Background: an optimization exercise with open tools, aiming at small area, a short achievable clock period and few clock cycles. Do not read the settings as production practice.
At most, simulation tests tie the RTL to the original design; equivalence was not proved.
Function not checked in runs 1 to 3: the RTL went through the layout flow alone.
Power and IR drop assume default switching activity.

[design/flow/design.v]
package lspd_pkg;
  localparam int MAX_SAMPLES = 40;
  localparam int CNT_W       = 7;
  localparam int SAMPLE_AW   = (MAX_SAMPLES > 1) ? $clog2(MAX_SAMPLES) : 1;
  localparam int NUM_W       = 6;
  localparam logic [7:0]       HDR0_BYTE      = 8'hAA;
  localparam logic [7:0]       HDR1_BYTE      = 8'h55;
  localparam logic [7:0]       TYPE_MAX       = 8'h01;
  localparam logic [7:0]       ZERO_PKT_COUNT = 8'h01;
  localparam logic [15:0]      XOR_SEED       = 16'h55AA;
  localparam logic [CNT_W-1:0] LIMIT_RESET    = CNT_W'(40);
  localparam logic [CNT_W-1:0] MAX_LIMIT      = CNT_W'(MAX_SAMPLES);
  localparam logic [7:0]       TALLY_SAT      = 8'd254;
  localparam logic [7:0]       TALLY_NEVER    = 8'd255;
  typedef enum logic [2:0] {
    ST_SAMPLE     = 3'd0,
    ST_BAD_HEADER = 3'd1,
    ST_BAD_TYPE   = 3'd2,
    ST_ZERO_COUNT = 3'd3,
    ST_BAD_COUNT  = 3'd4,
    ST_ANGLE_BIT  = 3'd5,
    ST_CHECKSUM   = 3'd6
  } status_t;
  typedef struct packed {
    logic    hold;
    logic    xor_word;
    logic    set_count;
    logic    set_first;
    logic    set_final;
    logic    store;
    logic    restart;
    logic    err_load;
    status_t err_code;
    logic    good;
    logic    drain_read;
    logic    drain_load;
  } ctrl_cmd_t;
  typedef struct packed {
    logic is_hdr0;
    logic is_hdr1;
    logic type_ok;
    logic angle_lsb;
    logic kind_bad;
    logic range_bad;
    logic last_sample;
    logic xor_ok;
    logic drain_last;
    logic out_busy;
  } dp_status_t;
endpackage
import lspd_pkg::*;
module lspd_regs
(
  input  logic             clk,
  input  logic             rst,
  input  logic             psel,
  input  logic             penable,
  input  logic             pwrite,
  input  logic [2:0]       paddr,
  input  logic [31:0]      pwdata,
  output logic [31:0]      prdata,
  output logic             pready,
  output logic [lspd_pkg::CNT_W-1:0] sample_limit,
  output logic [5:0]       count_max      
);
  localparam logic REG_SAMPLE_LIMIT = 1'b0;
  logic wr_en;
  assign pready = 1'b1;
  assign wr_en  = psel && penable && pwrite && pready && (paddr[2] == REG_SAMPLE_LIMIT);
  always_ff @(posedge clk) begin
    if (rst) begin
      sample_limit <= LIMIT_RESET;
      count_max    <= 6'd40;
    end else if (wr_en) begin
      sample_limit <= pwdata[CNT_W-1:0];
      count_max    <= (pwdata[CNT_W-1:0] > MAX_LIMIT) ? 6'd40 : pwdata[5:0];
    end
  end
  always_comb begin
    prdata = '0;
    if (paddr[2] == REG_SAMPLE_LIMIT) begin
      prdata = {{(32-CNT_W){1'b0}}, sample_limit};
    end
  end
endmodule
import lspd_pkg::*;
module lidar_scan_packet_deframer
(
  input  logic        clk,
  input  logic        rst,
  input  logic        s_tvalid,
  output logic        s_tready,
  input  logic [7:0]  s_tdata,
  output logic        m_tvalid,
  input  logic        m_tready,
  output logic [63:0] m_tdata,
  output logic [2:0]  m_tuser,
  output logic        m_tlast,
  input  logic        psel,
  input  logic        penable,
  input  logic        pwrite,
  input  logic [2:0]  paddr,
  input  logic [31:0] pwdata,
  output logic [31:0] prdata,
  output logic        pready
);
  localparam int DEPTH = 40;
  logic [CNT_W-1:0] sample_limit;
  lspd_regs u_regs (
    .clk          (clk),
    .rst          (rst),
    .psel         (psel),
    .penable      (penable),
    .pwrite       (pwrite),
    .paddr        (paddr),
    .pwdata       (pwdata),
    .prdata       (prdata),
    .pready       (pready),
    .sample_limit (sample_limit),
    .count_max    (cmax)
  );
  function automatic logic [5:0] inc40(input logic [5:0] p);
    inc40 = (p == 6'd39) ? 6'd0 : p + 6'd1;
  endfunction
  localparam int S_HDR0 = 0, S_HDR1 = 1, S_TYPE = 2, S_COUNT = 3, S_SA_LO = 4,
                 S_SA_HI = 5, S_EA_LO = 6, S_EA_HI = 7, S_CK_LO = 8, S_CK_HI = 9,
                 S_SMP_LO = 10, S_SMP_HI = 11, S_CKERR = 12;
  localparam logic [12:0] ST_HUNT = 13'd1;
  logic       rdy;
  logic       h_v;
  logic [7:0] h_b;
  logic       h_aa, h_55, h_le1, h_eq1, h_cok, h_hiok;
  logic       accept;
  logic       go;
  logic       stall;
  logic [5:0] cmax;
  logic [12:0] st, st_nx;
  logic [15:0] xsum;
  assign s_tready = rdy;
  assign accept   = s_tvalid && rdy;
  assign go       = h_v && !stall;
  always_ff @(posedge clk) begin
    if (rst) begin
      h_v <= 1'b0;
    end else if (!h_v || go) begin
      h_v <= accept;
    end
  end
  always_ff @(posedge clk) begin
    if (!h_v || go) begin
      h_b    <= s_tdata;
      h_aa   <= (s_tdata == 8'hAA);
      h_55   <= (s_tdata == 8'h55);
      h_le1  <= (s_tdata[7:1] == 7'd0);
      h_eq1  <= (s_tdata == 8'h01);
      h_cok  <= (s_tdata != 8'd0) && (s_tdata[7:6] == 2'b00) && (s_tdata[5:0] <= cmax);
      h_hiok <= (s_tdata == xsum[15:8]);
    end
  end
  logic [7:0]  held;
  logic [5:0]  p_c;        
  logic        p_t;
  logic [14:0] p_sa, p_ea;
  logic [5:0]  rem;        
  logic        lo_ok;      
  logic [15:0] word;
  logic        err;
  logic [2:0]  code;
  logic        last;       
  logic        good;
  logic        ckerr;
  logic [15:0] mem [0:DEPTH-1];
  logic [5:0]  wp, cp, rd;
  logic [5:0]  used;       
  logic        nz;         
  logic        cm_pend;    
  logic [5:0]  pp_start;   
  logic        ld;         
  assign word  = {h_b, held};
  assign stall = full || (st[S_COUNT] && cm_pend) || st[S_CKERR];
  logic cnt_bad;
  assign cnt_bad = (held[0] && !h_eq1) || !h_cok;
  assign err = (st[S_HDR0] && !h_aa) || (st[S_HDR1] && !h_55) ||
               (st[S_TYPE] && !h_le1) || (st[S_COUNT] && cnt_bad) ||
               ((st[S_SA_LO] || st[S_EA_LO]) && !h_b[0]);
  assign good  = st[S_SMP_HI] && last && lo_ok && h_hiok;
  assign ckerr = st[S_SMP_HI] && last && !(lo_ok && h_hiok);
  always_comb begin
    code = 3'd5;
    if (st[S_HDR0] || st[S_HDR1]) code = 3'd1;
    if (st[S_TYPE]) code = 3'd2;
    if (st[S_COUNT]) code = (held[0] && !h_eq1) ? 3'd3 : 3'd4;
    if (st[S_CKERR]) code = 3'd6;
  end
  always_comb begin
    st_nx = '0;
    st_nx[S_HDR0]   = err || good;
    st_nx[S_HDR1]   = st[S_HDR0] && h_aa;
    st_nx[S_TYPE]   = st[S_HDR1] && h_55;
    st_nx[S_COUNT]  = st[S_TYPE] && h_le1;
    st_nx[S_SA_LO]  = st[S_COUNT] && !cnt_bad;
    st_nx[S_SA_HI]  = st[S_SA_LO] && h_b[0];
    st_nx[S_EA_LO]  = st[S_SA_HI];
    st_nx[S_EA_HI]  = st[S_EA_LO] && h_b[0];
    st_nx[S_CK_LO]  = st[S_EA_HI];
    st_nx[S_CK_HI]  = st[S_CK_LO];
    st_nx[S_SMP_LO] = st[S_CK_HI] || (st[S_SMP_HI] && !last);
    st_nx[S_SMP_HI] = st[S_SMP_LO];
    st_nx[S_CKERR]  = ckerr;
  end
  logic        cm1;        
  logic        full;       
  logic [15:0] wdata;
  assign cm1   = (go && err) || st[S_CKERR];
  assign wdata = st[S_SMP_HI] ? word : {13'd0, code};
  always_ff @(posedge clk) begin
    if (rst) begin
      st  <= ST_HUNT;
      rdy <= 1'b1;
    end else begin
      if (st[S_CKERR]) st <= ST_HUNT;
      else if (go) st <= st_nx;
      rdy <= !(((h_v && !go) || accept) &&
               ((go ? st_nx[S_COUNT] : st[S_COUNT]) && (cm_pend || (go && good)) ||
                (go && ckerr) || (used >= 6'd38)));
    end
  end
  always_ff @(posedge clk) begin
    if (go) begin
      held <= h_b;
      if (st[S_HDR0]) xsum <= XOR_SEED;
      if (st[S_COUNT] || st[S_SA_HI] || st[S_EA_HI] || st[S_CK_HI] || st[S_SMP_HI])
        xsum <= xsum ^ word;
      if (st[S_COUNT]) begin
        p_c <= h_b[5:0];
        p_t <= held[0];
        rem  <= h_b[5:0];
        last <= (h_b[5:0] == 6'd1);
      end
      if (st[S_SMP_HI]) begin
        rem  <= rem - 6'd1;
        last <= (rem == 6'd2);
      end
      if (st[S_SA_HI]) p_sa <= word[15:1];
      if (st[S_EA_HI]) p_ea <= word[15:1];
      if (st[S_SMP_LO]) lo_ok <= (h_b == xsum[7:0]);
    end
  end
  logic       smp_go, cm_any, cfull;
  logic [5:0] uc0, uc1, ub, rd_nx, cp_nx;
  assign smp_go = go && st[S_SMP_HI];
  assign cm_any = cm1 || (smp_go && good);
  assign rd_nx  = ld ? inc40(rd) : rd;
  assign cp_nx  = cm_any ? inc40(wp) : cp;
  logic u_inc;
  assign u_inc = (go && err) || (smp_go && !ckerr);
  always_comb begin
    if (st[S_CKERR]) begin
      uc0 = ub + 6'd1;     uc1 = ub;
    end else if (u_inc) begin
      uc0 = used + 6'd1;   uc1 = used;
    end else begin
      uc0 = used;          uc1 = used - 6'd1;
    end
  end
  always_ff @(posedge clk) begin
    if (rst) begin
      wp    <= '0;
      cp    <= '0;
      used  <= '0;
      full  <= 1'b0;
      nz    <= 1'b0;
      cfull <= 1'b0;
    end else begin
      used  <= ld ? uc1 : uc0;
      full  <= ld ? (u_inc && full) :
               st[S_CKERR] ? (ub == 6'd39) : u_inc ? (used == 6'd39) : full;
      cp    <= cp_nx;
      nz    <= cm_any || (cfull && !ld) || (rd_nx != cp);
      cfull <= cm_any ? (cp_nx == rd_nx) : (cfull && !ld);
      if (cm1) begin
        wp <= inc40(wp);
      end else if (smp_go && ckerr) begin
        wp <= cp;
      end else if (smp_go) begin
        wp <= inc40(wp);
      end
    end
  end
  logic [5:0] ub0, ub1;
  assign ub1 = used - p_c;
  assign ub0 = ub1 + 6'd1;
  always_ff @(posedge clk) begin
    if (smp_go && ckerr) ub <= ld ? ub1 : ub0;
  end
  always_ff @(posedge clk) begin
    if (!full) mem[wp] <= wdata;
    if (go && good) pp_start <= cp;
  end
  logic        pkt_act;    
  logic [5:0]  r_left;     
  logic [14:0] d_sa, d_ea;
  logic        d_t;
  logic [2:0]  out_code;
  logic [15:0] out_dist;
  logic [5:0]  out_i;
  logic        out_last;
  logic [7:0]  ftally;
  logic        rd_first, rd_smp, rd_last;
  logic [15:0] rd_word;
  assign ld       = nz && (!m_tvalid || m_tready);
  assign rd_first = !pkt_act && cm_pend && (rd == pp_start);
  assign rd_smp   = pkt_act || rd_first;
  assign rd_last  = pkt_act ? (r_left == 6'd1) : (p_c == 6'd1);
  logic [9:0] rd_g;
  logic [3:0] rd_s;
  assign rd[1:0] = {rd_s[2] | rd_s[3], rd_s[1] | rd_s[3]};
  assign rd[5:2] = {rd_g[8] | rd_g[9],
                    rd_g[4] | rd_g[5] | rd_g[6] | rd_g[7],
                    rd_g[2] | rd_g[3] | rd_g[6] | rd_g[7],
                    rd_g[1] | rd_g[3] | rd_g[5] | rd_g[7] | rd_g[9]};
  logic [15:0] grp_word [0:9];
  always_comb begin
    for (int g = 0; g < 10; g++) begin
      grp_word[g] = '0;
      for (int k = 0; k < 4; k++) grp_word[g] = grp_word[g] | (mem[4*g+k] & {16{rd_s[k]}});
    end
    rd_word = '0;
    for (int g = 0; g < 10; g++) rd_word = rd_word | (grp_word[g] & {16{rd_g[g]}});
  end
  always_ff @(posedge clk) begin
    if (rst) begin
      rd_g     <= 10'd1;
      rd_s     <= 4'd1;
      cm_pend  <= 1'b0;
      pkt_act  <= 1'b0;
      m_tvalid <= 1'b0;
      ftally   <= 8'd255;
    end else begin
      if (ld) begin
        rd_s     <= {rd_s[2:0], rd_s[3]};
        if (rd_s[3]) rd_g <= {rd_g[8:0], rd_g[9]};
        m_tvalid <= 1'b1;
        if (rd_smp) begin
          pkt_act <= !rd_last;
          ftally  <= 8'd0;
        end else if (ftally < 8'd254) begin
          ftally  <= ftally + 8'd1;
        end
      end else if (m_tready) begin
        m_tvalid <= 1'b0;
      end
      if (go && good) cm_pend <= 1'b1;
      else if (ld && rd_first) cm_pend <= 1'b0;
    end
  end
  always_ff @(posedge clk) begin
    if (ld) begin
      if (rd_smp) r_left <= (pkt_act ? r_left : p_c) - 6'd1;
      if (rd_first) begin
        d_sa <= p_sa;
        d_ea <= p_ea;
        d_t  <= p_t;
      end else if (!rd_smp) begin
        d_sa <= '0;
        d_ea <= '0;
        d_t  <= 1'b0;
      end
      out_code <= rd_smp ? 3'd0 : rd_word[2:0];
      out_dist <= {rd_word[15:3], rd_smp ? rd_word[2:0] : 3'd0};
      out_i    <= pkt_act ? out_i + 6'd1 : 6'd0;
      out_last <= !rd_smp || rd_last;
    end
  end
  assign m_tdata = {3'b000, ftally, d_t, d_ea, d_sa, out_i, out_dist};
  assign m_tuser = out_code;
  assign m_tlast = out_last;
endmodule
[design/flow/run.sh]
#!/bin/bash
# synth_recipe.tcl (not shown) runs the flow's synth.tcl, then flattens the netlist and writes it again
# the make line also repeats each setting of config.mk as NAME=value (left out here)
make -C /OpenROAD-flow-scripts/flow DESIGN_CONFIG=/design/flow/config.mk WORK_HOME=/design/flow/orfs CLKGATE_MAP_FILE= SYNTH_SCRIPT=/design/flow/synth_recipe.tcl finish
[design/flow/config.mk]
export PLATFORM = sky130hd
export DESIGN_NAME = lidar_scan_packet_deframer
export DESIGN_NICKNAME = lidar_scan_packet_deframer
export VERILOG_FILES = /design/flow/design.v
export SDC_FILE = /design/flow/constraint.sdc
export NUM_CORES = 4
export LEC_CHECK = 0
export ABC_CLOCK_PERIOD_IN_PS = 2000
export CAP_MARGIN = 20
export CORE_MARGIN = 2
export CORE_UTILIZATION = 40
export SETUP_SLACK_MARGIN = 2.3
export SLEW_MARGIN = 20
[design/flow/constraint.sdc]
create_clock -name core_clock -period 4.5 [get_ports {clk}]
set_input_delay 0.9000 -clock core_clock [delete_from_list [all_inputs] [get_ports {clk}]]
set_output_delay 0.9000 -clock core_clock [all_outputs]
set_load 0.01 [all_outputs]
==> results of run 1 <==
-- synthesized netlist by cell type, types with 25 or more instances --
cell type / count / area [um^2]
and2_1: 50 / 313
edfxtp_1: 798 / 24000
xnor2_1: 67 / 587
a21oi_1: 40 / 200
a22oi_1: 369 / 2770
mux2i_1: 28 / 280
nand2_1: 250 / 938
nor2_1: 124 / 465
inv_1: 35 / 131
dfxtp_1: 74 / 1480
o21ai_0: 25 / 125
clkbuf_1: 106 / 398
buf_4: 31 / 233
-- worst max-delay path, delay by kind of cell, from the launching register on --
family / cells / cell delay, ns
xor gates and xnor gates: 2 / 0.35
DFF: 1 / 0.35
AOI/OAI and AO/OA: 1 / 0.11
and+or+nand+nor: 4 / 0.88
buffers and inverters: 4 / 0.51
-- layer usage --
metal | vias to the layer above | routed length, um | GRT usage (%)
met5 | - | 10 | 0
met4 | 2 | 2370 | 6.58
met3 | 135 | 6780 | 3.36
met2 | 893 | 46800 | 35.3
met1 | 10800 | 39400 | 28.4
li1 | 9406 | - | -
-- registers in the layout (all words and copies together) (netlist names), 10 cells and up --
signal    flops
d_sa         15
mem         640
xsum         16
p_ea         15
p_sa         15
d_ea         15
out_dist     16
st           13
rd_g         10
-- kinds of logic after synthesis --
| family | synth area share (%) |
|---|---|
| muxes | 0.980 |
| and+or+nand+nor | 7.82 |
| adders and majority gates | 0.896 |
| buffers and inverters | 2.64 |
| AOI/OAI and AO/OA | 11.4 |
| other | 0.0219 |
| DFF | 74.1 |
| xor gates and xnor gates | 2.17 |
-- cell type report --
| type | count | area, um^2 |
|---|---|---|
| multi-input combinational | 1277 | 8960 |
| sequential | 872 | 25500 |
| tap | 1144 | 1430 |
| inverter | 37 | 181 |
| timing repair buffer | 284 | 3000 |
| fill | 7126 | 43200 |
| timing repair inverter | 3 | 26.3 |
| clock buffer | 107 | 2260 |
| clock inverter | 50 | 548 |
-- report_power, final --
group,total [W],switching [W],internal (W)
Combinational,0.00298,0.00177,0.00121
Clock,0.00718,0.00307,0.00411
Sequential,0.00931,0.000207,0.00910
-- through the flow --
stage | total power, W | area, um^2
6_report | 0.0195 | 41900
5_1_grt | 0.0201 | 41900
4_1_cts | 0.0193 | 41100
3_5_place_dp | 0.0118 | 36800
3_3_place_gp | 0.0118 | 36800
2_1_floorplan | 0.0109 | 34600
-- timing repair --
item | in CTS | in global routing
gates resized for setup | 320 | 120
pin swaps | 49 | 65
cloned | 14 | 2
setup buffers | 67 | 35
setup endpoints to repair | 392 | 208
-- final timing paths --
check                              start                      to  cells after the start
setup / recovery                 rd_g[5]                      nz                     11
setup reg to reg                 rd_g[5]                      nz                     11
hold reg to reg   u_regs.sample_limit[0]  u_regs.sample_limit[0]                      2
hold / removal    u_regs.sample_limit[0]  u_regs.sample_limit[0]                      2
-- cells in the final DEF (no fill, tap or decap), types with 23 or more instances in the layout --
cell | Yosys | routed
a22oi_1 | 369 | 356
and2_4 | 0 | 31
conb_1 | 2 | 29
dfxtp_1 | 74 | 52
clkbuf_16 | 0 | 87
nand4_1 | 23 | 23
buf_4 | 31 | 128
inv_1 | 35 | 33
xnor2_1 | 67 | 62
mux2i_1 | 28 | 28
clkdlybuf4s15_1 | 0 | 35
nor2_1 | 124 | 112
nand2_1 | 250 | 248
buf_12 | 0 | 24
edfxtp_1 | 798 | 798
a21oi_1 | 40 | 33
==> impl_metrics.csv, run 1 <==
group,metric,value,unit
clock_network,cts.sinks,872,
yosys,syn_area,0.0344,mm^2
die,fp.dieH,297,um
timing,hold_ws,0.461,ns
clock_network,cts.root.buffer_cell,"clkbuf_16",
yosys,synth_edf_count,798,
timing,tns,0,ns
critical_path,cpMostUsedCell,"buf_6",
placed_design,placedCellCount,3499,
route,drt-total-wl,95400,um
die,dieArea,0.0882,mm^2
timing,hold_viol,0,
power_and_ir_drop,vdd_drop_max,0.000264,V
route,final_antenna_net_count,0,
yosys,synth_warnings,3,
critical_path,critPathKind,"flip-flop to flip-flop",
timing,min_period,2.36,ns
die,pin_count,153,
placed_design,dp.final_hpwl,50500,um
final_layout,antennaDiodeCount,0,
status,status,"finished clean",
global_routing,grt_max_degree,60,
route,viasPerCell,5.64,
final_layout,syn_to_final_growth,22.0,%
timing,rsz0062_at_grt,"yes",
global_routing,grt_pass1_wl,139000,um
timing,max_freq,424,MHz
yosys,yosysSeqAreaShare,74.1,%
clock_network,cts_buffer_depth,3,
global_routing,grt.total_usage,21.1,%
yosys,avgSynthCellArea,14.8,um^2
die,start_util,40.3,%
critical_path,crit_path_start_kind,"flip-flop",
final_layout,final_cell_count_no_fill,3774,
global_routing,antenna_found_initial,3,
final_layout,drive_gt1_share,20.5,%
timing,skew,0.0373,ns
die,rows,107,
critical_path,slowest_stage,"or4_4",
clock_network,clkTransAtPathRegs,0.06,ns
power_and_ir_drop,power_leakage,14.3,nW
clock_network,worstSkewPairLatency,0.65,ns
timing,worst_pin_slew,0.839,ns
timing,finalMaxSlewViolations,0,
route,remaining_drc_errors,0,
clock_network,numCtsBuffers,86,
clock_network,cts_tree,"built",
critical_path,worst_setup_path_end_kind,"flip-flop",
global_routing,overflow,0,
critical_path,cp_max_fo,7,
global_routing,grt_pass1_vias,21000,
critical_path,crit_arrival,2.85,ns
die,die_w,297,um
hold_path,hold_class,"flip-flop to flip-flop",
yosys,ys_types,78,
timing,setup_slack,2.14,ns
timing,min_period_over_period,52.4,%
final_layout,fin_nets,2635,
route,wl_per_cell,25.3,um
placed_design,gp_congestion,0.840,
clock_network,htreeDepth,3,
yosys,syn_inst,2324,
route,drt_iter0_drc,2529,
route,vias,21300,
critical_path,r2r_slack,2.14,ns
die,core,0.0851,mm^2
yosys,ys_async_sr_fraction,0,%
power_and_ir_drop,powerDensity,465,mW/mm^2
route,drtPass1Iterations,6,
timing,relSlewSlack,43.9,%
yosys,ys.flop_type,"edfxtp_1",
job,max_cap_violations,0,
timing,setup_viol,0,
critical_path,slowest_delay,0.54,ns
final_layout,utilization,49.2,%
clock_network,ctsHoldBuffers,0,
placed_design,portBuffers,96,
critical_path,crit_chain,"buf_12 -> or4_4 -> nor2_8 -> buf_6 -> buf_6 -> nor3_2 -> xnor2_1 -> buf_4 -> xor2_1 -> nor4_1 -> a31oi_1",
placed_design,pre_cts_slack,1.04,ns
critical_path,required,4.99,ns
yosys,ys_ff_latch,872,
==> run 2, diff against run 1 <==
--- a/design/flow/config.mk
+++ b/design/flow/config.mk
@@ -9,5 +9,5 @@
 export CAP_MARGIN = 20
 export CORE_MARGIN = 2
-export CORE_UTILIZATION = 40
+export CORE_UTILIZATION = 30
 export SETUP_SLACK_MARGIN = 2.3
 export SLEW_MARGIN = 20
==> impl_metrics.csv, run 2 <==
group,metric,value,unit
status,status,"finished clean",
global_routing,overflow,0,
critical_path,cp_max_fo,8,
timing,setup_slack,2.17,ns
critical_path,r2r_slack,2.17,ns
final_layout,regMostFlops,"mem",
final_layout,fin_area,0.0413,mm^2
yosys,synth_warnings,3,
timing,relSlewSlack,25.5,%
die,fp.dieH,342,um
global_routing,grt_use_met1,20.5,%
timing,hold_viol,0,
power_and_ir_drop,power_leakage,13.8,nW
placed_design,portBuffers,96,
critical_path,crit_chain,"buf_12 -> or4_4 -> nor2_8 -> xor2_1 -> o2111a_2 -> buf_12 -> nor4_4 -> nor4b_2 -> a211o_1",
route,wl_per_cell,22.4,um
die,pin_count,153,
yosys,ys_ff_latch,872,
placed_design,gp_congestion,0.829,
route,viasPerCell,5.09,
final_layout,drive_gt1_share,17.8,%
hold_path,hold_depth,2,
critical_path,reg2reg_depth,9,
power_and_ir_drop,intPower,0.0139,W
timing,finalMaxSlewViolations,0,
critical_path,cpMostUsedCell,"buf_12",
power_and_ir_drop,combPwrFrac,13.6,%
critical_path,crit_family,"simple AND/OR/NAND/NOR gates",
global_routing,grt_pass1_vias,20100,
timing,max_freq,430,MHz
hold_path,hp-start,"u_regs.sample_limit[2]",
power_and_ir_drop,p_sw_share,25.8,%
critical_path,slowest_delay,0.51,ns
placed_design,placedCellCount,3872,
clock_network,worstSkewPairLatency,0.66,ns
final_layout,fin_nets,2604,
yosys,syn_inst,2324,
yosys,avgSynthCellArea,14.8,um^2
global_routing,antenna_found_initial,3,
clock_network,cts_tree,"built",
global_routing,grt-busiest-layer,"met2",
critical_path,required,5.10,ns
clock_network,cts.sinks,872,
hold_path,hold_end,"u_regs.sample_limit[2]",
job,max_cap_violations,0,
timing,tns,0,ns
placed_design,dp.final_hpwl,51100,um
power_and_ir_drop,power.switching,0.00481,W
die,core,0.114,mm^2
yosys,yosysMostFrequentCell,"edfxtp_1",
final_layout,largest_register_ffs,640,
yosys,ys.flop_type,"edfxtp_1",
critical_path,rr_endpoint,"ftally[6]",
global_routing,grt_max_degree,84,
die,rows,124,
route,drtPass1Iterations,5,
clock_network,numCtsBuffers,84,
final_layout,syn_to_final_growth,20.1,%
power_and_ir_drop,powerDensity,452,mW/mm^2
die,die_w,342,um
hold_path,hold_class,"flip-flop to flip-flop",
timing,min_period_over_period,51.7,%
yosys,synth_top_area_cell,"edfxtp_1",
yosys,synthTopCellsByArea,"edfxtp_1, a22oi_1, dfxtp_1",
global_routing,met2_usage,25.3,%
placed_design,pre_cts_slack,1.08,ns
clock_network,cts.root.buffer_cell,"clkbuf_16",
final_layout,final_cell_count_no_fill,4106,
timing,skew,0.0335,ns
die,dieArea,0.117,mm^2
route,drt_iter0_drc,1917,
timing,worst_pin_slew,1.12,ns
global_routing,grt_pass1_wl,134000,um
final_layout,antennaDiodeCount,0,
yosys,synth_edf_count,798,
critical_path,rr_startpoint,"rd_g[3]",
final_layout,mostFrequentLayoutCells,"edfxtp_1, a22oi_1, nand2_1",
clock_network,clkTransAtPathRegs,0.06,ns
timing,setup_viol,0,
yosys,ys_types,78,
power_and_ir_drop,vdd_drop_max,0.000296,V
global_routing,grt.met3_usage,2.37,%
yosys,syn_area,0.0344,mm^2
placed_design,dpl_cell_area,0.0373,mm^2
final_layout,reg_top3,"mem: 640 flops, out_dist: 16 flops, xsum: 16 flops",
clock_network,htreeDepth,3,
yosys,yosysSeqAreaShare,74.1,%
final_layout,layout_commonest_cell,"edfxtp_1",
timing,min_period,2.33,ns
route,remaining_drc_errors,0,
timing,rsz0062_at_grt,"yes",
power_and_ir_drop,power_frac_clock,36.5,%
power_and_ir_drop,p_seq_share,49.9,%
yosys,ys_async_sr_fraction,0,%
route,drt-total-wl,91900,um
yosys,ys_top_cells_by_count,"edfxtp_1, a22oi_1, nand2_1, nor2_1, clkbuf_1",
route,vias,20900,
critical_path,worst_setup_path_end_kind,"flip-flop",
critical_path,crit_path_start_kind,"flip-flop",
critical_path,crit_arrival,2.92,ns
route,final_antenna_net_count,0,
critical_path,crit_buf_inv,2,
clock_network,ctsHoldBuffers,0,
die,start_util,30.2,%
critical_path,slowest_stage,"or4_4",
clock_network,cts_buffer_depth,3,
global_routing,grt.total_usage,15.2,%
yosys,synth_top_area_share,69.8,%
critical_path,critPathKind,"flip-flop to flip-flop",
-- run 2: power groups by stage --
stage | sequential [W] | combinational [W] | clock (W)
6_report | 0.00931 | 0.00254 | 0.00681
5_1_grt | 0.00934 | 0.00276 | 0.00723
4_1_cts | 0.00931 | 0.00247 | 0.00693
3_5_place_dp | 0.00956 | 0.00226 | 0
3_3_place_gp | 0.00956 | 0.00225 | 0
2_1_floorplan | 0.00946 | 0.00146 | 0
-- run 2: what timing repair did --
item | in CTS | in global routing
setup endpoints to repair | 515 | 258
gates cloned | 2 | 4
buffers inserted | 56 | 22
pin swaps | 34 | 21
gates resized for setup | 312 | 64
-- run 2: routing by layer --
layer | vias up | part of all wire [%] | wire length (um)
met1 | 10600 | 42 | 39000
met5 | - | 0 | 0
met3 | 125 | 6.7 | 6140
met2 | 808 | 49 | 44800
li1 | 9323 | - | -
met4 | 0 | 2.2 | 1990
-- run 2: cells by family after synthesis --
logic type / after synthesis / synth area share [%]
XOR/XNOR: 85 / 2.17
buffers and inverters: 205 / 2.64
adder cells (fa/ha/maj): 24 / 0.896
multiplexers: 32 / 0.980
other: 2 / 0.0219
AO/OA/AOI/OAI: 532 / 11.4
AND/OR/NAND/NOR: 572 / 7.82
flip-flops: 872 / 74.1
-- run 2: worst register-to-register path, delay by kind of cell, from the launching register on --
kind | cells | cell delay, ns
AO/OA/AOI/OAI | 2 | 0.29
XOR/XNOR | 1 | 0.07
buffers and inverters | 2 | 0.28
flip-flops | 1 | 0.35
AND/OR/NAND/NOR | 4 | 1.27
-- run 2: stage by stage --
step	hold WS (ns)	util (%)	power [W]
4_1_cts	0.456	35.8	0.0187
6_report	0.456	36.2	0.0187
2_1_floorplan	0.430	-	0.0109
3_3_place_gp	0.438	32.7	0.0118
5_1_grt	0.472	36.2	0.0193
3_5_place_dp	0.447	32.8	0.0118
-- run 2: how the worst max path moves through the flow --
stage          startpoint          end  slack, ns  cells after the start
6_report          rd_g[3]    ftally[6]       2.17                      9
5_1_grt           rd_g[3]    ftally[6]       2.05                      9
4_1_cts              full  mem[16][10]       2.00                      3
3_5_place_dp     m_tready    ftally[6]       1.08                      7
3_3_place_gp     m_tready    ftally[6]       1.10                      7
2_1_floorplan  s_tdata[1]        h_cok       2.20                      8
-- run 2: layout make-up --
cell class / instances / area [um^2]
tap: 1512 / 1890
clock inverter: 46 / 402
fill: 10800 / 72600
sequential: 872 / 25500
inverter: 37 / 151
timing repair buffer: 260 / 2410
multi-input combinational: 1274 / 8670
timing repair inverter: 1 / 6.26
clock buffer: 104 / 2240
==> run 3, diff against run 2 <==
--- a/design/flow/config.mk
+++ b/design/flow/config.mk
@@ -6,8 +6,8 @@
 export NUM_CORES = 4
 export LEC_CHECK = 0
-export ABC_CLOCK_PERIOD_IN_PS = 2000
+export ABC_CLOCK_PERIOD_IN_PS = 2100
 export CAP_MARGIN = 20
 export CORE_MARGIN = 2
-export CORE_UTILIZATION = 30
-export SETUP_SLACK_MARGIN = 2.3
+export CORE_UTILIZATION = 40
+export SETUP_SLACK_MARGIN = 2.15
 export SLEW_MARGIN = 20
==> impl_metrics.csv, run 3 <==
group,metric,value,unit
critical_path,r2r_slack,2.09,ns
final_layout,fin_nets,2595,
route,final_antenna_net_count,0,
final_layout,syn_to_final_growth,19.0,%
global_routing,grt.met3_usage,2.89,%
yosys,ys_top_cells_by_count,"edfxtp_1, a22oi_1, nand2_1, nor2_1, clkbuf_1",
yosys,synth_top_area_cell,"edfxtp_1",
yosys,syn_area,0.0344,mm^2
final_layout,drive_gt1_share,14.4,%
timing,tns,0,ns
final_layout,regMostFlops,"mem",
die,pin_count,153,
placed_design,portBuffers,96,
power_and_ir_drop,power.total,0.0190,W
clock_network,ctsHoldBuffers,0,
global_routing,overflow,0,
die,core,0.0851,mm^2
global_routing,grt_use_met1,27.8,%
yosys,ys.flop_type,"edfxtp_1",
critical_path,crit_arrival,2.76,ns
global_routing,grt-busiest-layer,"met2",
power_and_ir_drop,vdd_drop_max,0.000279,V
final_layout,mostFrequentLayoutCells,"edfxtp_1, a22oi_1, nand2_1",
timing,min_period,2.41,ns
yosys,synth_warnings,3,
yosys,yosysMostFrequentCell,"edfxtp_1",
final_layout,layout_commonest_cell,"edfxtp_1",
clock_network,cts.sinks,872,
route,vias,20900,
global_routing,grt_pass1_vias,20100,
yosys,ys_ff_latch,872,
route,wl_per_cell,24.7,um
global_routing,met2_usage,33.6,%
clock_network,cts_tree,"built",
placed_design,dp.final_hpwl,51200,um
global_routing,grt_pass1_wl,134000,um
yosys,synth_edf_count,798,
route,drtPass1Iterations,7,
yosys,avgSynthCellArea,14.8,um^2
clock_network,worstSkewPairLatency,0.65,ns
die,rows,107,
yosys,ys_types,78,
yosys,synthTopCellsByArea,"edfxtp_1, a22oi_1, dfxtp_1",
clock_network,clkTransAtPathRegs,0.06,ns
route,viasPerCell,5.60,
yosys,syn_inst,2324,
route,remaining_drc_errors,0,
global_routing,antenna_found_initial,1,
status,status,"finished clean",
final_layout,reg_top3,"mem: 640 flops, out_dist: 16 flops, xsum: 16 flops",
yosys,yosysSeqAreaShare,74.1,%
timing,hold_viol,0,
critical_path,crit_path_start_kind,"flip-flop",
timing,max_freq,414,MHz
die,dieArea,0.0882,mm^2
global_routing,grt.total_usage,20.3,%
timing,rsz0062_at_grt,"yes",
critical_path,worst_setup_path_end_kind,"flip-flop",
timing,finalMaxSlewViolations,0,
route,drt_iter0_drc,2079,
power_and_ir_drop,power_leakage,13.9,nW
route,drt-total-wl,92300,um
timing,relSlewSlack,42.6,%
timing,setup_viol,0,
critical_path,required,4.85,ns
die,fp.dieH,297,um
timing,min_period_over_period,53.6,%
critical_path,critPathKind,"flip-flop to flip-flop",
yosys,ys_async_sr_fraction,0,%
job,max_cap_violations,0,
global_routing,grt_max_degree,80,
timing,skew,0.0416,ns
die,die_w,297,um
clock_network,numCtsBuffers,87,
timing,worst_pin_slew,0.858,ns
hold_path,hold_class,"flip-flop to flip-flop",
final_layout,largest_register_ffs,640,
critical_path,cp_max_fo,59,
clock_network,cts_buffer_depth,3,
final_layout,antennaDiodeCount,0,
clock_network,cts.root.buffer_cell,"clkbuf_16",
clock_network,htreeDepth,3,
power_and_ir_drop,powerDensity,465,mW/mm^2
placed_design,gp_congestion,0.829,
yosys,synth_top_area_share,69.8,%
die,start_util,40.3,%
==> run 3: path summary, 6_finish.rpt <==
| kind | start | to | cells past startpoint |
|---|---|---|---|
| worst max-delay path | rd_s[2] | out_dist[4] | 7 |
| worst min-delay path | u_regs.sample_limit[4] | u_regs.sample_limit[4] | 2 |
| worst max register to register | rd_s[2] | out_dist[4] | 7 |
| worst min register to register | u_regs.sample_limit[4] | u_regs.sample_limit[4] | 2 |
==> run 3: what timing repair did <==
action / 4_1_cts / 5_1_grt
cloned: 5 / 2
setup endpoints to repair: 265 / 94
pin swaps: 17 / 24
buffers inserted: 28 / 27
resized for setup: 146 / 52
==> run 3: stage by stage <==
stage	area (um^2)	hold WS [ns]	util, %	cells	setup slack (ns)
2_1_floorplan	34500	0.430	-	2351	2.16
3_3_place_gp	36900	0.441	43.4	3513	0.997
3_5_place_dp	36900	0.447	43.4	3513	0.942
4_1_cts	40400	0.456	47.4	3705	2.03
5_1_grt	40900	0.479	48.0	3735	2.06
6_report	40900	0.455	48.0	3735	2.09
==> run 3: where the power goes <==
group          total, W  switching (W)  internal, W  leakage [nW]
combinational   0.00258        0.00160     0.000988          4.64
sequential      0.00931       0.000215      0.00910          7.86
clock           0.00711        0.00307      0.00404          1.38
total            0.0190        0.00488       0.0141          13.9
==> run 3: metal layers <==
layer,wire [um],part of all wire (%)
met2,44700,48
met3,6350,6.9
met1,38400,42
met5,0,0
met4,2820,3.1
==> run 3: layout make-up <==
class	instances	area [um^2]
inverters	37	156
multi-input cells	1276	8550
clock inverters	46	442
fillers	7192	44300
repair buffers	247	2440
well taps	1144	1430
clock buffers	113	2380
flip-flops and latches	872	25500
==> run 3: kinds of logic (layout without fill, tap and decap cells) <==
logic type / after synthesis / after routing / synth area share (%)
adders and majority gates: 24 / 24 / 0.896
AOI/OAI and AO/OA: 532 / 533 / 11.4
muxes: 32 / 32 / 0.980
other: 2 / 29 / 0.0219
buffers and inverters: 205 / 443 / 2.64
xor gates and xnor gates: 85 / 85 / 2.17
and+or+nand+nor: 572 / 573 / 7.82
DFF: 872 / 872 / 74.1
==> run 3: critical path: stages, from the launching register on <==
cell and delay [ns]:
dfxtp_4 0.42, buf_4 0.17, buf_12 0.19, buf_6 0.24
a22oi_1 0.23, nand2_1 0.16, a221oi_2 0.40, nand4_1 0.22
==> run 4, diff against run 3 <==
--- a/design/flow/design.v
+++ b/design/flow/design.v
@@ -251,5 +251,10 @@
   assign smp_go = go && st[S_SMP_HI];
   assign cm_any = cm1 || (smp_go && good);
-  assign rd_nx  = ld ? inc40(rd) : rd;
+  logic [5:0] rd_p1;
+  logic       rd_eq_cp, rd1_eq_cp;
+  assign rd_p1     = inc40(rd);
+  assign rd_nx     = ld ? rd_p1 : rd;
+  assign rd_eq_cp  = (rd == cp);
+  assign rd1_eq_cp = (rd_p1 == cp);
   assign cp_nx  = cm_any ? inc40(wp) : cp;
   logic u_inc;
@@ -277,6 +282,6 @@
                st[S_CKERR] ? (ub == 6'd39) : u_inc ? (used == 6'd39) : full;
       cp    <= cp_nx;
-      nz    <= cm_any || (cfull && !ld) || (rd_nx != cp);
-      cfull <= cm_any ? (cp_nx == rd_nx) : (cfull && !ld);
+      nz    <= cm_any || (ld ? !rd1_eq_cp : (cfull || !rd_eq_cp));
+      cfull <= cm_any ? (ld ? (wp == rd) : (inc40(wp) == rd)) : (cfull && !ld);
       if (cm1) begin
         wp <= inc40(wp);
@@ -310,14 +315,13 @@
   logic [15:0] rd_word;
   assign ld       = nz && (!m_tvalid || m_tready);
-  assign rd_first = !pkt_act && cm_pend && (rd == pp_start);
+  logic pkt_act_nx, cm_pend_nx, at_start_nx;
+  assign pkt_act_nx  = (ld && rd_smp) ? !rd_last : pkt_act;
+  assign cm_pend_nx  = (go && good) || (cm_pend && !(ld && rd_first));
+  assign at_start_nx = (go && good) ? (ld ? rd1_eq_cp : rd_eq_cp)
+                                    : (ld ? (rd_p1 == pp_start) : (rd == pp_start));
   assign rd_smp   = pkt_act || rd_first;
   assign rd_last  = pkt_act ? (r_left == 6'd1) : (p_c == 6'd1);
   logic [9:0] rd_g;
   logic [3:0] rd_s;
-  assign rd[1:0] = {rd_s[2] | rd_s[3], rd_s[1] | rd_s[3]};
-  assign rd[5:2] = {rd_g[8] | rd_g[9],
-                    rd_g[4] | rd_g[5] | rd_g[6] | rd_g[7],
-                    rd_g[2] | rd_g[3] | rd_g[6] | rd_g[7],
-                    rd_g[1] | rd_g[3] | rd_g[5] | rd_g[7] | rd_g[9]};
   logic [15:0] grp_word [0:9];
   always_comb begin
@@ -331,17 +335,20 @@
   always_ff @(posedge clk) begin
     if (rst) begin
+      rd       <= '0;
       rd_g     <= 10'd1;
       rd_s     <= 4'd1;
       cm_pend  <= 1'b0;
       pkt_act  <= 1'b0;
+      rd_first <= 1'b0;
       m_tvalid <= 1'b0;
       ftally   <= 8'd255;
     end else begin
       if (ld) begin
+        rd       <= rd_p1;
         rd_s     <= {rd_s[2:0], rd_s[3]};
         if (rd_s[3]) rd_g <= {rd_g[8:0], rd_g[9]};
         m_tvalid <= 1'b1;
         if (rd_smp) begin
-          pkt_act <= !rd_last;
+          pkt_act <= pkt_act_nx;
           ftally  <= 8'd0;
         end else if (ftally < 8'd254) begin
@@ -351,6 +358,6 @@
         m_tvalid <= 1'b0;
       end
-      if (go && good) cm_pend <= 1'b1;
-      else if (ld && rd_first) cm_pend <= 1'b0;
+      cm_pend  <= cm_pend_nx;
+      rd_first <= cm_pend_nx && !pkt_act_nx && at_start_nx;
     end
   end
--- a/design/flow/config.mk
+++ b/design/flow/config.mk
@@ -6,8 +6,10 @@
 export NUM_CORES = 4
 export LEC_CHECK = 0
-export ABC_CLOCK_PERIOD_IN_PS = 2100
+export ABC_CLOCK_PERIOD_IN_PS = 2000
 export CAP_MARGIN = 20
 export CORE_MARGIN = 2
-export CORE_UTILIZATION = 40
-export SETUP_SLACK_MARGIN = 2.15
+export CORE_UTILIZATION = 30
+export CTS_CLUSTER_DIAMETER = 100
+export CTS_CLUSTER_SIZE = 30
+export SETUP_SLACK_MARGIN = 2.3
 export SLEW_MARGIN = 20
==> impl_metrics.csv, run 4 <==
group,metric,value,unit
die,fp.dieH,346,um
timing,finalMaxSlewViolations,0,
die,rows,125,
clock_network,htreeDepth,2,
critical_path,slowest_stage,"dfxtp_2",
die,core,0.116,mm^2
yosys,yosysMostFrequentCell,"edfxtp_1",
timing,min_period_over_period,48.2,%
global_routing,antenna_found_initial,0,
power_and_ir_drop,powerDensity,382,mW/mm^2
power_and_ir_drop,vdd_drop_max,0.000307,V
clock_network,clkTransAtPathRegs,0.10,ns
yosys,synth_top_area_cell,"edfxtp_1",
clock_network,cts_buffer_depth,3,
final_layout,regMostFlops,"mem",
placed_design,portBuffers,96,
route,drtPass1Iterations,5,
critical_path,crit_chain,"dlygate4sd2_1",
critical_path,crit_buf_inv,1,
timing,tns,0,ns
critical_path,reg2reg_depth,6,
final_layout,largest_register_ffs,640,
timing,min_period,2.17,ns
final_layout,layout_commonest_cell,"edfxtp_1",
timing,max_freq,461,MHz
die,pin_count,153,
die,dieArea,0.119,mm^2
route,vias,21000,
yosys,yosysSeqAreaShare,73.1,%
placed_design,dp.final_hpwl,51400,um
yosys,syn_area,0.0350,mm^2
yosys,synth_warnings,3,
timing,skew,0.0480,ns
final_layout,multi_input_area,0.00906,mm^2
critical_path,crit_path_end,"m_tdata[53]",
die,die_w,346,um
yosys,ys_async_sr_fraction,0,%
timing,rsz0062_at_grt,"yes",
yosys,synth_edf_count,798,
critical_path,crit_family,"flip-flops",
yosys,ys.flop_type,"edfxtp_1",
clock_network,cts.sinks,879,
status,status,"finished clean",
critical_path,path_depth,1,
final_layout,regArea,0.0256,mm^2
route,remaining_drc_errors,0,
final_layout,reg_top3,"mem: 640 flops, out_dist: 16 flops, xsum: 16 flops",
route,drt-total-wl,92000,um
yosys,ys_ff_latch,879,
timing,hold_viol,0,
final_layout,fin_nets,2650,
die,start_util,30.2,%
final_layout,mostFrequentLayoutCells,"edfxtp_1, a22oi_1, nand2_1",
yosys,syn_inst,2431,
critical_path,required,3.60,ns
critical_path,crit_start,"ftally[0]",
final_layout,antennaDiodeCount,0,
route,viasPerCell,5.10,
critical_path,critPathKind,"flip-flop to output pin",
global_routing,grt_max_degree,57,
yosys,avgSynthCellArea,14.4,um^2
critical_path,crit_arrival,1.27,ns
clock_network,worstSkewPairLatency,0.63,ns
timing,setup_viol,0,
critical_path,r2r_slack,2.34,ns
power_and_ir_drop,power_leakage,13.4,nW
clock_network,cts_tree,"built",
timing,worst_pin_slew,1.18,ns
power_and_ir_drop,power.total,0.0154,W
yosys,ys_top_cells_by_count,"edfxtp_1, a22oi_1, nand2_1, nor2_1, clkbuf_1",
hold_path,hold_class,"flip-flop to flip-flop",
global_routing,grt_pass1_wl,133000,um
global_routing,grt.total_usage,14.7,%
route,wl_per_cell,22.3,um
timing,relSlewSlack,21.1,%
critical_path,rr_endpoint,"out_dist[8]",
clock_network,cts.root.buffer_cell,"clkbuf_16",
clock_network,ctsHoldBuffers,0,
final_layout,drive_gt1_share,14.6,%
placed_design,gp_congestion,0.796,
yosys,synthTopCellsByArea,"edfxtp_1, a22oi_1, dfxtp_1",
critical_path,worst_setup_path_end_kind,"output pin",
final_layout,fillerInstances,11100,
route,drt_iter0_drc,1925,
clock_network,numCtsBuffers,36,
global_routing,grt_pass1_vias,20200,
global_routing,overflow,0,
yosys,synth_top_area_share,68.5,%
yosys,ys_types,79,
critical_path,slowest_delay,0.39,ns
critical_path,cp_max_fo,6,
route,final_antenna_net_count,0,
job,max_cap_violations,0,
critical_path,crit_path_start_kind,"flip-flop",
critical_path,rr_startpoint,"rd_s[1]",
final_layout,syn_to_final_growth,14.9,%
## run 4: cell types whose count changed after synthesis, sizes merged, moves of 7 or more
cell,before,now
a21oi,40,66
buf,62,82
clkbuf,106,96
dfxtp,74,81
inv,37,44
nand2,251,287
nand3,23,31
nand3b,9,2
o21ai,27,38
xor2,18,26
## run 4: routing by layer
metal / wire length (um) / track usage [%]
met2: 43600 / 23.8
met5: 0 / 0
met3: 6360 / 2.70
met4: 2240 / 3.85
met1: 39800 / 20.3
## run 4: metrics by stage
| stage | setup slack, ns | hold slack (ns) | utilization (%) | instances | area [um^2] |
|---|---|---|---|---|---|
| after floorplan | 2.04 | 0.432 | - | 2458 | 35300 |
| after global placement | 1.33 | 0.443 | 32.8 | 3984 | 38000 |
| after detailed placement | 1.31 | 0.451 | 32.8 | 3985 | 38000 |
| after CTS | 2.16 | 0.466 | 34.3 | 4092 | 39800 |
| after global routing | 2.11 | 0.489 | 34.7 | 4121 | 40200 |
| final | 2.33 | 0.463 | 34.7 | 4121 | 40200 |
## run 4: repair_timing
item | CTS | global route
buffers inserted | 45 | 28
gates cloned | 3 | 1
endpoints found under the setup margin | 530 | 313
pin swaps | 15 | 13
gates resized for setup | 262 | 84
## run 4: power by group
| part | leakage, nW | total [W] | switching, W | internal (W) |
|---|---|---|---|---|
| combinational | 4.78 | 0.00202 | 0.00120 | 0.000821 |
| sequential | 8.09 | 0.00925 | 0.000191 | 0.00906 |
| clock | 0.532 | 0.00410 | 0.00248 | 0.00162 |
| total | 13.4 | 0.0154 | 0.00387 | 0.0115 |
## run 4: logic make-up (layout without fill, tap and decap cells)
| kind of cell | Yosys count | after routing | synth area share, % |
|---|---|---|---|
| flops | 879 | 879 | 73.1 |
| simple gates | 625 | 625 | 8.37 |
| compound gates | 558 | 559 | 11.6 |
| buf+inv | 223 | 361 | 2.87 |
| xor+xnor | 90 | 90 | 2.25 |
| mux | 30 | 30 | 0.904 |
| fa+ha+maj | 24 | 24 | 0.879 |
| other cells | 2 | 29 | 0.0215 |
## run 4: area by class of cell
type,instances,share of cell area [%]
Sequential cell,879,63.8
Tap cell,1524,4.74
Multi-Input combinational cell,1357,22.5
Clock buffer,51,2.49
Timing Repair inverter,2,0.0342
Clock inverter,8,0.243
Timing Repair Buffer,255,5.72
Inverter,45,0.485
## run 4: how the worst min path moves through the flow
stage / slack [ns] / cells after the start / start / end
4_1_cts: 0.47 / 2 / st[8] / st[8]
3_5_place_dp: 0.45 / 2 / st[8] / st[8]
2_1_floorplan: 0.43 / 2 / u_regs.sample_limit[0] / u_regs.sample_limit[0]
3_3_place_gp: 0.44 / 2 / st[8] / st[9]
5_1_grt: 0.49 / 2 / st[8] / st[8]
6_report: 0.46 / 2 / st[8] / st[9]
Testbench counts of run 4, summed over its fixed seeds: cycles 18,726.
==> run 5, diff against run 4 <==
--- a/design/flow/config.mk
+++ b/design/flow/config.mk
@@ -9,5 +9,5 @@
 export CAP_MARGIN = 20
 export CORE_MARGIN = 2
-export CORE_UTILIZATION = 30
+export CORE_UTILIZATION = 25
 export CTS_CLUSTER_DIAMETER = 100
 export CTS_CLUSTER_SIZE = 30
==> impl_metrics.csv, run 5 <==
group,metric,value,unit
global_routing,grt_pass1_wl,136000,um
status,status,"finished clean",
power_and_ir_drop,vdd_drop_max,0.000253,V
global_routing,antenna_found_initial,2,
yosys,ys_async_sr_fraction,0,%
hold_path,hold_class,"flip-flop to flip-flop",
route,vias,21400,
clock_network,clkTransAtPathRegs,0.11,ns
die,fp.dieH,378,um
placed_design,portBuffers,96,
yosys,synth_edf_count,798,
timing,hold_viol,0,
final_layout,layout_commonest_cell,"edfxtp_1",
timing,setup_viol,0,
timing,tns,0,ns
final_layout,drive_gt1_share,15.3,%
clock_network,cts.root.buffer_cell,"clkbuf_16",
timing,min_period,2.24,ns
critical_path,slowest_delay,0.52,ns
critical_path,crit_start,"out_dist[12]",
critical_path,crit_buf_inv,1,
clock_network,numCtsBuffers,36,
yosys,ys_types,79,
final_layout,largest_register_ffs,640,
clock_network,htreeDepth,2,
die,die_w,378,um
critical_path,crit_arrival,1.34,ns
die,core,0.139,mm^2
yosys,synth_warnings,3,
yosys,yosysSeqAreaShare,73.1,%
power_and_ir_drop,powerDensity,379,mW/mm^2
route,remaining_drc_errors,0,
route,viasPerCell,4.78,
yosys,synth_top_area_share,68.5,%
timing,min_period_over_period,49.7,%
final_layout,regMostFlops,"mem",
route,drt-total-wl,94000,um
route,drtPass1Iterations,6,
yosys,synthTopCellsByArea,"edfxtp_1, a22oi_1, dfxtp_1",
placed_design,dp.final_hpwl,52800,um
final_layout,syn_to_final_growth,16.4,%
power_and_ir_drop,power_leakage,13.4,nW
critical_path,crit_chain,"buf_2",
die,pin_count,153,
critical_path,slowest_stage,"edfxtp_1",
critical_path,cp_max_fo,1,
power_and_ir_drop,power.total,0.0154,W
clock_network,ctsHoldBuffers,0,
route,wl_per_cell,21.0,um
job,max_cap_violations,0,
route,final_antenna_net_count,0,
yosys,synth_top_area_cell,"edfxtp_1",
final_layout,fin_nets,2646,
critical_path,crit_path_start_kind,"flip-flop",
final_layout,mostFrequentLayoutCells,"edfxtp_1, a22oi_1, nand2_1",
die,start_util,25.1,%
hold_path,hp-start,"u_regs.sample_limit[1]",
global_routing,grt_pass1_vias,20300,
yosys,yosysMostFrequentCell,"edfxtp_1",
final_layout,reg_top3,"mem: 640 flops, out_dist: 16 flops, xsum: 16 flops",
clock_network,worstSkewPairLatency,0.63,ns
clock_network,cts_tree,"built",
yosys,ys.flop_type,"edfxtp_1",
global_routing,grt.total_usage,12.7,%
timing,skew,0.0404,ns
clock_network,cts_buffer_depth,3,
yosys,ys_top_cells_by_count,"edfxtp_1, a22oi_1, nand2_1, nor2_1, clkbuf_1",
critical_path,critPathKind,"flip-flop to output pin",
yosys,syn_inst,2431,
critical_path,rr_startpoint,"rd_s[1]",
timing,worst_pin_slew,1.29,ns
yosys,ys_ff_latch,879,
timing,finalMaxSlewViolations,0,
critical_path,crit_family,"flip-flops",
yosys,avgSynthCellArea,14.4,um^2
die,rows,137,
global_routing,overflow,0,
final_layout,utilization,29.3,%
final_layout,antennaDiodeCount,0,
placed_design,pre_cts_slack,1.17,ns
yosys,syn_area,0.0350,mm^2
clock_network,cts.sinks,879,
die,dieArea,0.143,mm^2
global_routing,grt_max_degree,60,
critical_path,required,3.60,ns
timing,setup_slack,2.26,ns
timing,relSlewSlack,13.7,%
placed_design,gp_congestion,0.789,
timing,max_freq,447,MHz
route,drt_iter0_drc,2183,
timing,rsz0062_at_grt,"yes",
critical_path,worst_setup_path_end_kind,"output pin",
-- run 5: logic make-up after synthesis --
kind of cell / count (synthesis) / synth area share (%)
AND/OR/NAND/NOR: 625 / 8.37
XOR/XNOR: 90 / 2.25
multiplexers: 30 / 0.904
adder cells (fa/ha/maj): 24 / 0.879
flip-flops: 879 / 73.1
buffers and inverters: 223 / 2.87
AO/OA/AOI/OAI: 558 / 11.6
other: 2 / 0.0215
-- run 5: power by group --
part           switching, W  internal [W]
clock               0.00251       0.00163
combinational       0.00123      0.000797
sequential         0.000189       0.00906
total               0.00393        0.0115
-- run 5: layout make-up --
cell class	instances	area [um^2]
fillers	14000	98500
flip-flops and latches	879	25700
multi-input cells	1358	9130
well taps	1876	2350
repair buffers	250	2310
clock buffers	54	968
inverters	45	188
clock inverters	7	123
repair inverters	2	11.3
-- run 5: worst paths after layout --
check | depth (start not counted) | slack, ns | end
worst max register to register | 5 | 2.31 | out_dist[4]
worst min register to register | 2 | 0.46 | u_regs.sample_limit[1]
worst min-delay path | 2 | 0.46 | u_regs.sample_limit[1]
worst max-delay path | 1 | 2.26 | m_tdata[12]
-- run 5: what timing repair did --
item	4_1_cts	5_1_grt
gates resized for setup	277	106
endpoints found under the setup margin	526	248
pin swaps	14	12
cloned	4	3
setup buffers	50	20
-- run 5: per-stage QoR --
step | hold slack, ns | instances | area [um^2]
floorplan | 0.432 | 2458 | 35300
global placement | 0.439 | 4331 | 38400
detailed placement | 0.452 | 4333 | 38400
CTS | 0.475 | 4448 | 40300
global route | 0.484 | 4471 | 40700
finish | 0.462 | 4471 | 40700
-- run 5: routing by layer --
| metal | GRT usage, % | vias to the layer above | routed length (um) |
|---|---|---|---|
| met5 | 0 | - | 13 |
| met2 | 20.8 | 770 | 44300 |
| met4 | 3.23 | 2 | 2490 |
| met1 | 17.7 | 11000 | 41200 |
| met3 | 1.54 | 127 | 6050 |
| li1 | - | 9499 | - |
==> run 6, diff against run 5 <==
--- a/design/flow/config.mk
+++ b/design/flow/config.mk
@@ -9,7 +9,7 @@
 export CAP_MARGIN = 20
 export CORE_MARGIN = 2
-export CORE_UTILIZATION = 25
+export CORE_UTILIZATION = 30
 export CTS_CLUSTER_DIAMETER = 100
-export CTS_CLUSTER_SIZE = 30
+export CTS_CLUSTER_SIZE = 25
 export SETUP_SLACK_MARGIN = 2.3
 export SLEW_MARGIN = 20
==> impl_metrics.csv, run 6 <==
group,metric,value,unit
yosys,synth_warnings,3,
final_layout,largest_register_ffs,640,
timing,max_freq,459,MHz
timing,min_period,2.18,ns
clock_network,ctsHoldBuffers,0,
global_routing,grt_max_degree,57,
die,start_util,30.2,%
status,status,"finished clean",
timing,skew,0.0352,ns
hold_path,hold_depth,2,
die,core,0.116,mm^2
timing,relSlewSlack,17.7,%
clock_network,cts_tree,"built",
critical_path,worst_setup_path_end_kind,"flip-flop",
critical_path,slowest_stage,"dfxtp_4",
yosys,ys.flop_type,"edfxtp_1",
critical_path,rr_startpoint,"rd_s[0]",
route,viasPerCell,5.13,
critical_path,critPathKind,"flip-flop to flip-flop",
yosys,avgSynthCellArea,14.4,um^2
die,dieArea,0.119,mm^2
critical_path,crit_chain,"buf_4 -> buf_4 -> buf_16 -> a22oi_1 -> nand2_1 -> a22o_1 -> a221oi_1 -> nand4_1",
yosys,synth_top_area_share,68.5,%
timing,tns,0,ns
yosys,synth_top_area_cell,"edfxtp_1",
route,wirelength_met1,39800,um
critical_path,cpMostUsedCell,"buf_4",
yosys,ys_top_cells_by_count,"edfxtp_1, a22oi_1, nand2_1, nor2_1, clkbuf_1",
final_layout,syn_to_final_growth,15.7,%
final_layout,mostFrequentLayoutCells,"edfxtp_1, a22oi_1, nand2_1",
die,pin_count,153,
power_and_ir_drop,power_leakage,13.5,nW
power_and_ir_drop,power.total,0.0156,W
global_routing,overflow,0,
final_layout,reg_top3,"mem: 640 flops, out_dist: 16 flops, xsum: 16 flops",
critical_path,cp_max_fo,17,
global_routing,antenna_found_initial,2,
critical_path,slowest_delay,0.42,ns
critical_path,required,4.84,ns
hold_path,hp-start,"st[8]",
placed_design,gp_congestion,0.796,
yosys,synth_edf_count,798,
yosys,synthTopCellsByArea,"edfxtp_1, a22oi_1, dfxtp_1",
critical_path,r2r_slack,2.32,ns
yosys,ys_async_sr_fraction,0,%
clock_network,clkTransAtPathRegs,0.11,ns
job,max_cap_violations,0,
yosys,yosysMostFrequentCell,"edfxtp_1",
clock_network,cts.sinks,879,
route,remaining_drc_errors,0,
critical_path,crit_path_start_kind,"flip-flop",
global_routing,grt.total_usage,14.9,%
die,rows,125,
power_and_ir_drop,vdd_drop_max,0.000312,V
route,final_antenna_net_count,0,
yosys,ys_types,79,
yosys,syn_inst,2431,
route,wl_per_cell,22.4,um
critical_path,rr_endpoint,"out_dist[5]",
yosys,yosysSeqAreaShare,73.1,%
clock_network,numCtsBuffers,41,
placed_design,dp.final_hpwl,51400,um
timing,rsz0062_at_grt,"yes",
clock_network,htreeDepth,2,
placed_design,placedCellCount,3985,
die,fp.dieH,346,um
route,drt-total-wl,92900,um
global_routing,grt_pass1_wl,134000,um
yosys,syn_area,0.0350,mm^2
route,drtPass1Iterations,7,
hold_path,hold_class,"flip-flop to flip-flop",
timing,finalMaxSlewViolations,0,
route,dr.max_layer_used,"met5",
placed_design,portBuffers,96,
timing,hold_viol,0,
critical_path,crit_arrival,2.51,ns
global_routing,grt_pass1_vias,20300,
timing,worst_pin_slew,1.23,ns
power_and_ir_drop,powerDensity,385,mW/mm^2
final_layout,drive_gt1_share,15.1,%
route,wl_met2,43800,um
hold_path,hold_end,"st[9]",
final_layout,antennaDiodeCount,0,
die,die_w,346,um
route,vias,21300,
final_layout,fillerInstances,11100,
timing,setup_viol,0,
final_layout,fin_nets,2666,
yosys,ys_ff_latch,879,
final_layout,regMostFlops,"mem",
timing,min_period_over_period,48.4,%
clock_network,worstSkewPairLatency,0.64,ns
final_layout,layout_commonest_cell,"edfxtp_1",
critical_path,reg2reg_depth,8,
route,routed-wl-met3,6910,um
clock_network,cts.root.buffer_cell,"clkbuf_16",
route,drt_iter0_drc,2095,
clock_network,cts_buffer_depth,3,
final_layout,final_cell_count_no_fill,4141,
run 6: cell count changes in the layout (fill, tap and decap cells not counted), moves of 7 or more:
| cell | change |
|---|---|
| buf_4 | +17 |
| clkdlybuf4s15_1 | +11 |
| buf_2 | -10 |
| clkbuf_16 | +7 |
run 6: worst max-delay path by stage:
stage / slack [ns] / cells past startpoint / start / end
final: 2.32 / 8 / rd_s[0] / out_dist[5]
after global routing: 2.15 / 9 / s_tdata[0] / h_cok
after CTS: 2.16 / 3 / paddr[2] / prdata[1]
after detailed placement: 1.31 / 9 / m_tready / rd_first
after global placement: 1.33 / 9 / m_tready / ftally[6]
after floorplan: 2.04 / 6 / m_tready / d_ea[0]
run 6: kinds of logic after synthesis:
kind of cell	share of synthesized area [%]
adders and majority gates	0.879
muxes	0.904
other	0.0215
DFF	73.1
AOI/OAI and AO/OA	11.6
buffers and inverters	2.87
and+or+nand+nor	8.37
xor gates and xnor gates	2.25
run 6: layout make-up:
cell class                 instances  area (um^2)  area share [%]
timing repair inverter             1         5.00          0.0124
clock inverter                     5         65.1           0.161
multi-input combinational       1357         9080            22.4
timing repair buffer             267         2480            6.12
tap                             1524         1910            4.71
clock buffer                      63         1130            2.79
inverter                          45          199           0.491
sequential                       879        25600            63.3
run 6: worst max-delay path: cells and delay by family, from the launching register on:
kind | cells | cell delay, ns
flip-flops | 1 | 0.42
AO/OA/AOI/OAI | 3 | 0.75
buffers and inverters | 3 | 0.47
AND/OR/NAND/NOR | 2 | 0.24
run 6: timing repair:
item                       CTS  global route
hold endpoints to repair     0             0
setup endpoints to repair  540           344
pin swaps                   15            11
gates cloned                 2             3
gates resized for setup    278            82
buffers inserted            44            39
run 6: routing by layer:
metal,vias to the layer above,track usage (%)
li1,9523,-
met1,10800,20.6
met2,798,24.0
met3,110,2.68
met4,2,4.28
met5,-,0
run 6: metrics by stage:
step | cell area (um^2) | utilization (%) | worst slack, ns | hold slack [ns]
final | 40500 | 35.0 | 2.32 | 0.462
after global routing | 40500 | 35.0 | 2.15 | 0.488
after CTS | 40000 | 34.5 | 2.16 | 0.465
after detailed placement | 38000 | 32.8 | 1.31 | 0.451
after global placement | 38000 | 32.8 | 1.33 | 0.443
after floorplan | 35300 | - | 2.04 | 0.432
run 6: power breakdown:
part | internal, W | switching [W] | total [W] | leakage (nW)
Sequential | 0.00906 | 0.000189 | 0.00925 | 8.09
Clock | 0.00178 | 0.00250 | 0.00428 | 0.572
Combinational | 0.000845 | 0.00122 | 0.00206 | 4.86
Total | 0.0117 | 0.00391 | 0.0156 | 13.5

## re-timing with driven ports
The flow's constraints put no driver on any port. The routed layouts listed below were extracted and timed again, unchanged, in two steps.
Step 1 (the two cells are an assumption about what drives the block):
set clk [get_ports {clk}]
set_driving_cell -lib_cell sky130_fd_sc_hd__clkbuf_16 $clk
set_driving_cell -lib_cell sky130_fd_sc_hd__buf_2 [delete_from_list [all_inputs] $clk]
Step 2, shift: input delay + t, output delay - t, t = (earliest + latest rising clock arrival at the registers) / 2. This alone moves slack from input paths to output paths.
Slacks: ideal / step 1 / step 2; pairs: ideal / step 1.
| run | t (ns) | setup WS [ns] | hold WS [ns] | worst setup path at the end | cell pins on the clock port's net |
|---|---|---|---|---|---|
| run 1 | 0.695 | 2.141 / 2.141 / 1.748 | 0.461 / 0.461 / 0.461 | input to register | 1 |
| run 2 | 0.716 | 2.172 / 2.172 / 1.606 | 0.456 / 0.456 / 0.456 | input to register | 1 |
| run 3 | 0.698 | 2.087 / 2.087 / 1.499 | 0.455 / 0.455 / 0.455 | input to register | 1 |
| run 4 | 0.680 | 2.330 / 2.260 / 1.699 | 0.463 / 0.463 / 0.463 | input to register | 1 |
| run 5 | 0.680 | 2.263 / 2.192 / 1.722 | 0.462 / 0.462 / 0.462 | input to register | 1 |
| run 6 | 0.691 | 2.322 / 2.273 / 1.702 | 0.462 / 0.462 / 0.462 | input to register | 1 |
After both steps every run listed still meets setup and hold. The setup slack of run 4, which loses most, moves by -0.070 ns with the drivers and by -0.631 ns with both steps.
